Background: an optimization exercise with open tools, aiming at small area and a short achievable clock period. Do not read the settings as production practice. Where RTL was checked, it was by simulation tests only, not by an equivalence proof against the original. Power is estimated from default activity; no workload was simulated.

==> 03-08: inputs <==
==> flow/design.v <==
module mem_responder #(
    parameter int ADDR_WIDTH  = 16,
    parameter int DEPTH_WORDS = 256,
    parameter int LATENCY     = 3
) (
    input  logic                  clk,
    input  logic                  rst_n,
    input  logic                  mem_read,
    input  logic                  mem_write,
    input  logic [1:0]            mem_byte_enable,
    input  logic [ADDR_WIDTH-1:0] mem_address,
    input  logic [15:0]           mem_wdata,
    output logic [15:0]           mem_rdata,
    output logic                  mem_resp,
    output logic                  protocol_err
);
    localparam int IDX_W = $clog2(DEPTH_WORDS);
    localparam int CNT_W = (LATENCY > 1) ? $clog2(LATENCY) : 1;
    localparam logic [CNT_W-1:0] CNT_INIT = CNT_W'((LATENCY > 0) ? (LATENCY - 1) : 0);
    typedef enum logic [1:0] {IDLE, WAIT, RESP} state_t;
    state_t            state;
    logic [CNT_W-1:0]  cnt;
    logic              lat_read;
    logic              lat_write;
    logic [IDX_W-1:0]  lat_idx;
    logic [15:0]       lat_wdata;
    logic [1:0]        lat_be;
    logic              resp_prev;
    logic [15:0]       mem_array [DEPTH_WORDS];
    logic              req_any;
    logic [IDX_W-1:0]  req_idx;
    logic              retrigger;
    logic              acc_go;
    logic              acc_write;
    logic [IDX_W-1:0]  acc_idx;
    logic [15:0]       acc_wdata;
    logic [1:0]        acc_be;
    logic              unused_addr;
    assign unused_addr = ^mem_address;
    assign req_idx     = mem_address[IDX_W:1];
    assign req_any     = mem_read | mem_write;
    assign retrigger = resp_prev
                       && (mem_read == lat_read) && (mem_write == lat_write)
                       && (req_idx == lat_idx) && (mem_wdata == lat_wdata)
                       && (mem_byte_enable == lat_be);
    always_comb begin
        acc_go    = 1'b0;
        acc_write = lat_write;
        acc_idx   = lat_idx;
        acc_wdata = lat_wdata;
        acc_be    = lat_be;
        case (state)
            IDLE: begin
                if (LATENCY == 0 && req_any) begin
                    acc_go    = 1'b1;
                    acc_write = mem_write;
                    acc_idx   = req_idx;
                    acc_wdata = mem_wdata;
                    acc_be    = mem_byte_enable;
                end
            end
            WAIT: begin
                if (req_any && cnt == '0) begin
                    acc_go = 1'b1;
                end
            end
            default: ;
        endcase
        if (!rst_n) begin
            acc_go = 1'b0;
        end
    end
    always_ff @(posedge clk or negedge rst_n) begin
        if (!rst_n) begin
            state        <= IDLE;
            cnt          <= '0;
            lat_read     <= 1'b0;
            lat_write    <= 1'b0;
            lat_idx      <= '0;
            lat_wdata    <= '0;
            lat_be       <= '0;
            resp_prev    <= 1'b0;
            mem_resp     <= 1'b0;
            mem_rdata    <= '0;
            protocol_err <= 1'b0;
        end else begin
            resp_prev <= mem_resp;
            mem_resp  <= acc_go;
            if (acc_go && !acc_write) begin
                mem_rdata <= mem_array[acc_idx];
            end
            case (state)
                IDLE: begin
                    if (req_any) begin
                        lat_read  <= mem_read;
                        lat_write <= mem_write;
                        lat_idx   <= req_idx;
                        lat_wdata <= mem_wdata;
                        lat_be    <= mem_byte_enable;
                        if ((mem_read && mem_write) || retrigger) begin
                            protocol_err <= 1'b1;
                        end
                        if (LATENCY == 0) begin
                            state <= RESP;
                        end else begin
                            state <= WAIT;
                            cnt   <= CNT_INIT;
                        end
                    end
                end
                WAIT: begin
                    if (!req_any) begin
                        state <= IDLE;
                    end else if (cnt == '0) begin
                        state <= RESP;
                    end else begin
                        cnt <= cnt - 1'b1;
                    end
                end
                RESP: begin
                    state <= IDLE;
                end
                default: begin
                    state <= IDLE;
                end
            endcase
        end
    end
    always_ff @(posedge clk) begin
        if (acc_go && acc_write) begin
            if (acc_be[0]) begin
                mem_array[acc_idx][7:0] <= acc_wdata[7:0];
            end
            if (acc_be[1]) begin
                mem_array[acc_idx][15:8] <= acc_wdata[15:8];
            end
        end
    end
endmodule
==> flow/run.sh <==
#!/bin/bash
# synth_recipe.tcl (not shown) runs the flow's synth.tcl, then flattens the netlist and writes it again
# the make line also repeats each setting of config.mk as NAME=value (left out here)
make -C /OpenROAD-flow-scripts/flow DESIGN_CONFIG=/design/flow/config.mk WORK_HOME=/design/flow/orfs CLKGATE_MAP_FILE= SYNTH_SCRIPT=/design/flow/synth_recipe.tcl finish
==> flow/config.mk <==
export PLATFORM = sky130hd
export DESIGN_NAME = mem_responder
export DESIGN_NICKNAME = mem_responder
export VERILOG_FILES = /design/flow/design.v
export SDC_FILE = /design/flow/constraint.sdc
export NUM_CORES = 4
export LEC_CHECK = 0
export CAP_MARGIN = 20
export CORE_MARGIN = 2
export CORE_UTILIZATION = 40
export SLEW_MARGIN = 55
==> flow/constraint.sdc <==
create_clock -name core_clock -period 10.0 [get_ports {clk}]
set_input_delay 2.0000 -clock core_clock [delete_from_list [all_inputs] [get_ports {clk}]]
set_output_delay 2.0000 -clock core_clock [all_outputs]
set_load 0.01 [all_outputs]
==> inputs of 06-04, as changes to 03-08 <==
==> flow/design.v, changed modules only <==
module mem_responder #(
    parameter int ADDR_WIDTH  = 16,
    parameter int DEPTH_WORDS = 256,
    parameter int LATENCY     = 3
) (
    input  logic                  clk,
    input  logic                  rst_n,
    input  logic                  mem_read,
    input  logic                  mem_write,
    input  logic [1:0]            mem_byte_enable,
    input  logic [ADDR_WIDTH-1:0] mem_address,
    input  logic [15:0]           mem_wdata,
    output logic [15:0]           mem_rdata,
    output logic                  mem_resp,
    output logic                  protocol_err
);
    localparam int RN = 4;      
    localparam int RL = 64;     
    localparam int NT = 22;     
    typedef enum logic [1:0] {IDLE, WAIT, RESP} state_t;
    state_t      state;
    logic [1:0]  cnt;
    logic        lat_read;
    logic        lat_write;
    logic [7:0]  lat_idx;
    logic [15:0] lat_wdata;
    logic [1:0]  lat_be;
    logic        resp_prev;
    logic [15:0] ring [RN][RL];
    logic [5:0]  phase;         
    logic [5:0]  rslot;         
    logic        p_valid;       
    logic [1:0]  p_ring;
    logic [5:0]  p_slot;        
    logic [15:0] p_data;
    logic [1:0]  p_be;
    logic [15:0] cap;           
    logic        req_any;
    logic [7:0]  req_idx;
    logic        retrigger;
    logic        acc_go;
    assign req_idx = mem_address[8:1];
    assign req_any = mem_read | mem_write;
    assign retrigger = resp_prev
                       && (mem_read == lat_read) && (mem_write == lat_write)
                       && (req_idx == lat_idx) && (mem_wdata == lat_wdata)
                       && (mem_byte_enable == lat_be);
    assign acc_go = rst_n && (state == WAIT) && req_any && (cnt == 2'd0);
    logic [RN-1:0] rsel;
    logic [NT-1:0] tsel;
    logic          at_tap;
    logic [15:0]   tapval;
    always_comb begin
        for (int r = 0; r < RN; r++) rsel[r] = (lat_idx[7:6] == r[1:0]);
        for (int j = 0; j < NT; j++) tsel[j] = (rslot == 6'(3 * j));
        at_tap = |tsel;
        tapval = '0;
        for (int r = 0; r < RN; r++)
            for (int j = 0; j < NT; j++)
                tapval = tapval | ({16{rsel[r] & tsel[j]}} & ring[r][3 * j]);
    end
    logic        byp;
    logic [15:0] rd_raw, rd_m;
    assign byp    = p_valid && (p_ring == lat_idx[7:6]) && (p_slot == rslot);
    assign rd_raw = at_tap ? tapval : cap;
    assign rd_m[7:0]  = (byp && p_be[0]) ? p_data[7:0]  : rd_raw[7:0];
    assign rd_m[15:8] = (byp && p_be[1]) ? p_data[15:8] : rd_raw[15:8];
    logic        p_commit;
    assign p_commit = p_valid && (p_slot[1:0] == 2'b11);
    always_ff @(posedge clk) begin
        for (int r = 0; r < RN; r++) begin
            for (int s = 0; s < RL; s++) begin
                if ((s % 4) == 0 && p_commit && p_ring == r[1:0]
                        && p_slot[5:2] == 4'(((s + RL - 1) % RL) / 4)) begin
                    ring[r][s][7:0]  <= p_be[0] ? p_data[7:0]  : ring[r][(s + RL - 1) % RL][7:0];
                    ring[r][s][15:8] <= p_be[1] ? p_data[15:8] : ring[r][(s + RL - 1) % RL][15:8];
                end else begin
                    ring[r][s] <= ring[r][(s + RL - 1) % RL];
                end
            end
        end
    end
    logic [5:0] rslot_next;
    assign rslot_next = rslot + 6'd1;
    always_ff @(posedge clk) begin
        phase <= phase + 6'd1;
        cap   <= rd_m;
        if (state == IDLE && req_any && rst_n)
            rslot <= mem_address[6:1] + phase + 6'd1;
        else
            rslot <= rslot_next;
        if (acc_go && lat_write) begin
            p_valid <= 1'b1;
            p_ring  <= lat_idx[7:6];
            p_slot  <= rslot_next;
            p_data  <= lat_wdata;
            p_be    <= lat_be;
        end else begin
            if (p_commit) p_valid <= 1'b0;
            p_slot <= p_slot + 6'd1;
        end
    end
    always_ff @(posedge clk or negedge rst_n) begin
        if (!rst_n) begin
            state        <= IDLE;
            cnt          <= '0;
            lat_read     <= 1'b0;
            lat_write    <= 1'b0;
            lat_idx      <= '0;
            lat_wdata    <= '0;
            lat_be       <= '0;
            resp_prev    <= 1'b0;
            mem_resp     <= 1'b0;
            mem_rdata    <= '0;
            protocol_err <= 1'b0;
        end else begin
            resp_prev <= mem_resp;
            mem_resp  <= acc_go;
            if (acc_go && !lat_write) begin
                mem_rdata <= rd_m;
            end
            case (state)
                IDLE: begin
                    if (req_any) begin
                        lat_read  <= mem_read;
                        lat_write <= mem_write;
                        lat_idx   <= req_idx;
                        lat_wdata <= mem_wdata;
                        lat_be    <= mem_byte_enable;
                        if ((mem_read && mem_write) || retrigger) begin
                            protocol_err <= 1'b1;
                        end
                        state <= WAIT;
                        cnt   <= 2'd2;
                    end
                end
                WAIT: begin
                    if (!req_any) begin
                        state <= IDLE;
                    end else if (cnt == '0) begin
                        state <= RESP;
                    end else begin
                        cnt <= cnt - 1'b1;
                    end
                end
                RESP: begin
                    state <= IDLE;
                end
                default: begin
                    state <= IDLE;
                end
            endcase
        end
    end
endmodule
==> summary of the runs <==
In 03-08 the synthesized cell count is smaller than in 06-04, by about 1.2%.
Between 03-08 and 06-04, the lower first-iteration DRC count is in 06-04 (gap about 9%, measured against 06-04).
Between 03-08 and 06-04, the lower fmax is in 06-04 (gap 6.7%, measured against 06-04).
Routed wire length: 06-04 is lower than 03-08 (about 2.7%).
Against 03-08, the via count of 06-04 is lower by about 17%.
Against 06-04, the critical path depth of 03-08 is lower by 6.
Between 03-08 and 06-04, the lower worst hold slack is in 06-04 (gap 130 ps).
Between 03-08 and 06-04, the lower non-clock buffer count is in 03-08 (gap 52).
Against 06-04, the worst setup slack of 03-08 is higher by 330 ps.
Function not checked in 06-04: the RTL went through the layout flow alone.


==> delta <==
mem_responder, a different RTL version from the one above (not shown whole).
==> flow/design.v (excerpt) <==
module mem_responder #(
    parameter int ADDR_WIDTH  = 16,
    parameter int DEPTH_WORDS = 256,
    parameter int LATENCY     = 3
) (
    input  logic                  clk,
    input  logic                  rst_n,
    input  logic                  mem_read,
    input  logic                  mem_write,
    input  logic [1:0]            mem_byte_enable,
    input  logic [ADDR_WIDTH-1:0] mem_address,
    input  logic [15:0]           mem_wdata,
    output logic [15:0]           mem_rdata,
    output logic                  mem_resp,
    output logic                  protocol_err
);
    localparam int RN = 4;      
    localparam int RL = 64;     
    localparam int NT = 22;     
    typedef enum logic [1:0] {IDLE, WAIT, RESP} state_t;
    state_t      state;
    logic [1:0]  cnt;
    logic        lat_read;
    logic        lat_write;
    logic [7:0]  lat_idx;
    logic [15:0] lat_wdata;
    logic [1:0]  lat_be;
    logic        resp_prev;
    logic [15:0] ring [RN][RL];
    logic [5:0]  phase;         
    logic [5:0]  rslot;         
    logic        p_valid;       
    logic [1:0]  p_ring;
    logic [5:0]  p_slot;        
    logic [15:0] p_data;
    logic [1:0]  p_be;
    logic [15:0] cap;           
    logic        req_any;
    logic [7:0]  req_idx;
    logic        retrigger;
    logic        acc_go;
    assign req_idx = mem_address[8:1];
    assign req_any = mem_read | mem_write;
    assign retrigger = resp_prev
                       && (mem_read == lat_read) && (mem_write == lat_write)
                       && (req_idx == lat_idx) && (mem_wdata == lat_wdata)
                       && (mem_byte_enable == lat_be);
    logic at_end;
    assign at_end = (state == WAIT) && (cnt == 2'd0);
    assign acc_go = at_end && req_any;
    logic [RN-1:0] rsel;
    logic [NT-1:0] tsel;
    logic          at_tap;
    logic [15:0]   tapval;
    always_comb begin
        tapval = '0;
        for (int r = 0; r < RN; r++)
  ...
clock: 10.0 ns
lec_check: 0
cap_margin: 20
core_margin: 2
core_utilization: 60
cts_cluster_diameter: 100
cts_cluster_size: 25
slew_margin: 55
standard.sh (not shown) runs the stock make flow with config.mk's settings and CLKGATE_MAP_FILE= SYNTH_SCRIPT=/design/flow/synth_recipe.tcl, a recipe that flattens the netlist after the stock synthesis.
==> flow/flow/run.sh <==
#!/bin/bash
set -euo pipefail
bash standard.sh SETUP_SLACK_MARGIN=6.8 finish > standard.log 2>&1
==> inputs of ember, as changes to delta <==
==> flow/run.sh (new file) <==
#!/bin/bash
# synth_recipe.tcl (not shown) runs the flow's synth.tcl, then flattens the netlist and writes it again
# the make line also repeats each setting of config.mk as NAME=value (left out here)
make -C /OpenROAD-flow-scripts/flow DESIGN_CONFIG=/design/flow/config.mk WORK_HOME=/design/flow/orfs CLKGATE_MAP_FILE= SYNTH_SCRIPT=/design/flow/synth_recipe.tcl finish
removed: flow/flow/run.sh
removed: flow/standard.sh
==> inputs of zinc, as changes to delta <==
==> flow/flow/run.sh (replaced) <==
#!/bin/bash
set -euo pipefail
bash standard.sh SETUP_SLACK_MARGIN=6.5 finish > standard.log 2>&1
==> flow/config.mk (replaced) <==
export PLATFORM = sky130hd
export DESIGN_NAME = mem_responder
export DESIGN_NICKNAME = mem_responder
export VERILOG_FILES = /design/flow/design.v
export SDC_FILE = /design/flow/constraint.sdc
export NUM_CORES = 4
export LEC_CHECK = 0
export CAP_MARGIN = 10
export CORE_MARGIN = 2
export CORE_UTILIZATION = 70
export CTS_CLUSTER_DIAMETER = 100
export CTS_CLUSTER_SIZE = 25
export SLEW_MARGIN = 15
==> inputs of garnet, as changes to delta <==
==> flow/flow/run.sh (replaced) <==
#!/bin/bash
set -euo pipefail
bash standard.sh SETUP_SLACK_MARGIN=6.6 finish > standard.log 2>&1
--- a/flow/config.mk
+++ b/flow/config.mk
@@ -5,9 +5,9 @@
 export SDC_FILE = /design/flow/constraint.sdc
 export NUM_CORES = 4
 export LEC_CHECK = 0
-export CAP_MARGIN = 20
+export CAP_MARGIN = 10
 export CORE_MARGIN = 2
 export CORE_UTILIZATION = 60
 export CTS_CLUSTER_DIAMETER = 100
 export CTS_CLUSTER_SIZE = 25
-export SLEW_MARGIN = 55
+export SLEW_MARGIN = 10
==> notes <==
- zinc finished with capacitance limit left. delta finished with timing, DRC and antenna clean. garnet completed with no timing, DRC or antenna violations. ember passed the timing, DRC and antenna checks.
- Design area: ember < zinc < garnet < delta.
- The highest via count belongs to zinc, the lowest to ember.
- Hold slack: ember > delta > zinc > garnet.
- Die area is the same in ember and delta.
- Between garnet and delta, the lower wire length is in garnet (gap about 1.4%, measured against delta).
- In delta the count of clock-buffer cells in the layout is lower than in garnet, by 1.
- Between delta and garnet, the lower critical path depth is in garnet (gap 4).
- Flip-flop and latch count is the same in zinc and ember.
- In synthesized cell count, delta and zinc do not differ.
- Power, highest first: delta, garnet, zinc, ember.
==> figures <==
| metric | zinc | garnet | ember | delta |
|---|---|---|---|---|
| Result of the run | failed layout checks | finished clean | finished clean | finished clean |
| Layout check failures | capacitance limit | - | - | - |
| X dimension of the die | 397 µm | 429 µm | 429 µm | 429 µm |
| Reg-to-reg endpoint | mem_rdata[8] | mem_rdata[3] | mem_rdata[6] | mem_rdata[15] |
| Floorplan core area | 154000 µm² | 179000 µm² | 179000 µm² | 179000 µm² |
| GR Util met2 | 0.593 | 0.513 | 0.511 | 0.523 |
| Length of routed met3 wiring | 48100 µm | 41000 µm | 36900 µm | 43600 µm |
| Proportion of cell area occupied by multi-input gates | 0.187 | 0.186 | 0.188 | 0.190 |
| Design area | 118000 µm² | 119000 µm² | 118000 µm² | 122000 µm² |
| Row Count | 144 | 155 | 155 | 155 |
| Fraction of layout cells with a size suffix above 1 | 0.0749 | 0.0814 | 0.0717 | 0.117 |
| Power dissipated by switching net loads | 8030 µW | 8130 µW | 7970 µW | 8340 µW |
| Internal reg-to-reg setup slack | 6.25 ns | 6.40 ns | 5.23 ns | 6.43 ns |
| Number of cells on the worst reg-to-reg path | 9 | 9 | 11 | 13 |
| Max-slew headroom at the worst pin | 0.00738 | 0.144 | 0.486 | 0.526 |
| Global-route met3 utilization | 0.133 | 0.0921 | 0.0784 | 0.0981 |
| Post-DP HPWL | 209000 µm | 214000 µm | 218000 µm | 219000 µm |
| Combinational power share | 0.121 | 0.128 | 0.117 | 0.140 |
| DR vias/cell | 6.33 | 6.00 | 5.96 | 5.98 |
| Slowest cell on crit path | sky130_fd_sc_hd__nor4_4 | sky130_fd_sc_hd__dfxtp_4 | sky130_fd_sc_hd__a22oi_1 | sky130_fd_sc_hd__nand4_1 |
| Leakage power | 0.0453 µW | 0.0456 µW | 0.0449 µW | 0.0470 µW |
| Overall die height | 397 µm | 429 µm | 429 µm | 429 µm |
| First-pass GRT wire length | 457000 µm | 467000 µm | 461000 µm | 475000 µm |

what the ideal ports hide:
The flow's constraints put no driver on any port. The routed layouts listed below were extracted and timed again, unchanged, in two steps. Step 1, drivers: a clkbuf_16 drives clk and a buf_2 each remaining input, both assumed. Step 2 adds t to the input delays and takes it off the output delays; t is the mean of the earliest and latest rising clock arrival at the registers after step 1. Input paths then give back, and output paths get back, about the clock's delay inside the block. Three values: ideal ports, drivers, drivers and shift; two values: the first two.
run | t, ns | setup WS [ns] | hold slack, ns | latest minus earliest clock arrival (ns) | worst data-port slew with drivers (ns)
03-08 | 1.038 | 4.991 / 5.057 / 4.019 | 0.428 / 0.428 / 0.428 | 0.071 / 0.071 | 0.09
06-04 | 0.996 | 4.657 / 4.657 / 4.657 | 0.298 / 0.298 / 0.298 | 0.069 / 0.069 | 0.03
delta | 0.976 | 6.434 / 6.434 / 5.680 | 0.313 / 0.313 / 0.313 | 0.043 / 0.043 | 0.07
ember | 0.942 | 5.229 / 5.229 / 4.490 | 0.318 / 0.318 / 0.318 | 0.033 / 0.033 | 0.07
zinc | 0.935 | 6.246 / 6.246 / 5.508 | 0.312 / 0.312 / 0.312 | 0.046 / 0.046 | 0.06
garnet | 0.943 | 6.401 / 6.401 / 5.648 | 0.305 / 0.305 / 0.305 | 0.038 / 0.038 | 0.08
For 03-08, which loses most, drivers alone change the setup slack by +0.066 ns; drivers and shift together by -0.972 ns.
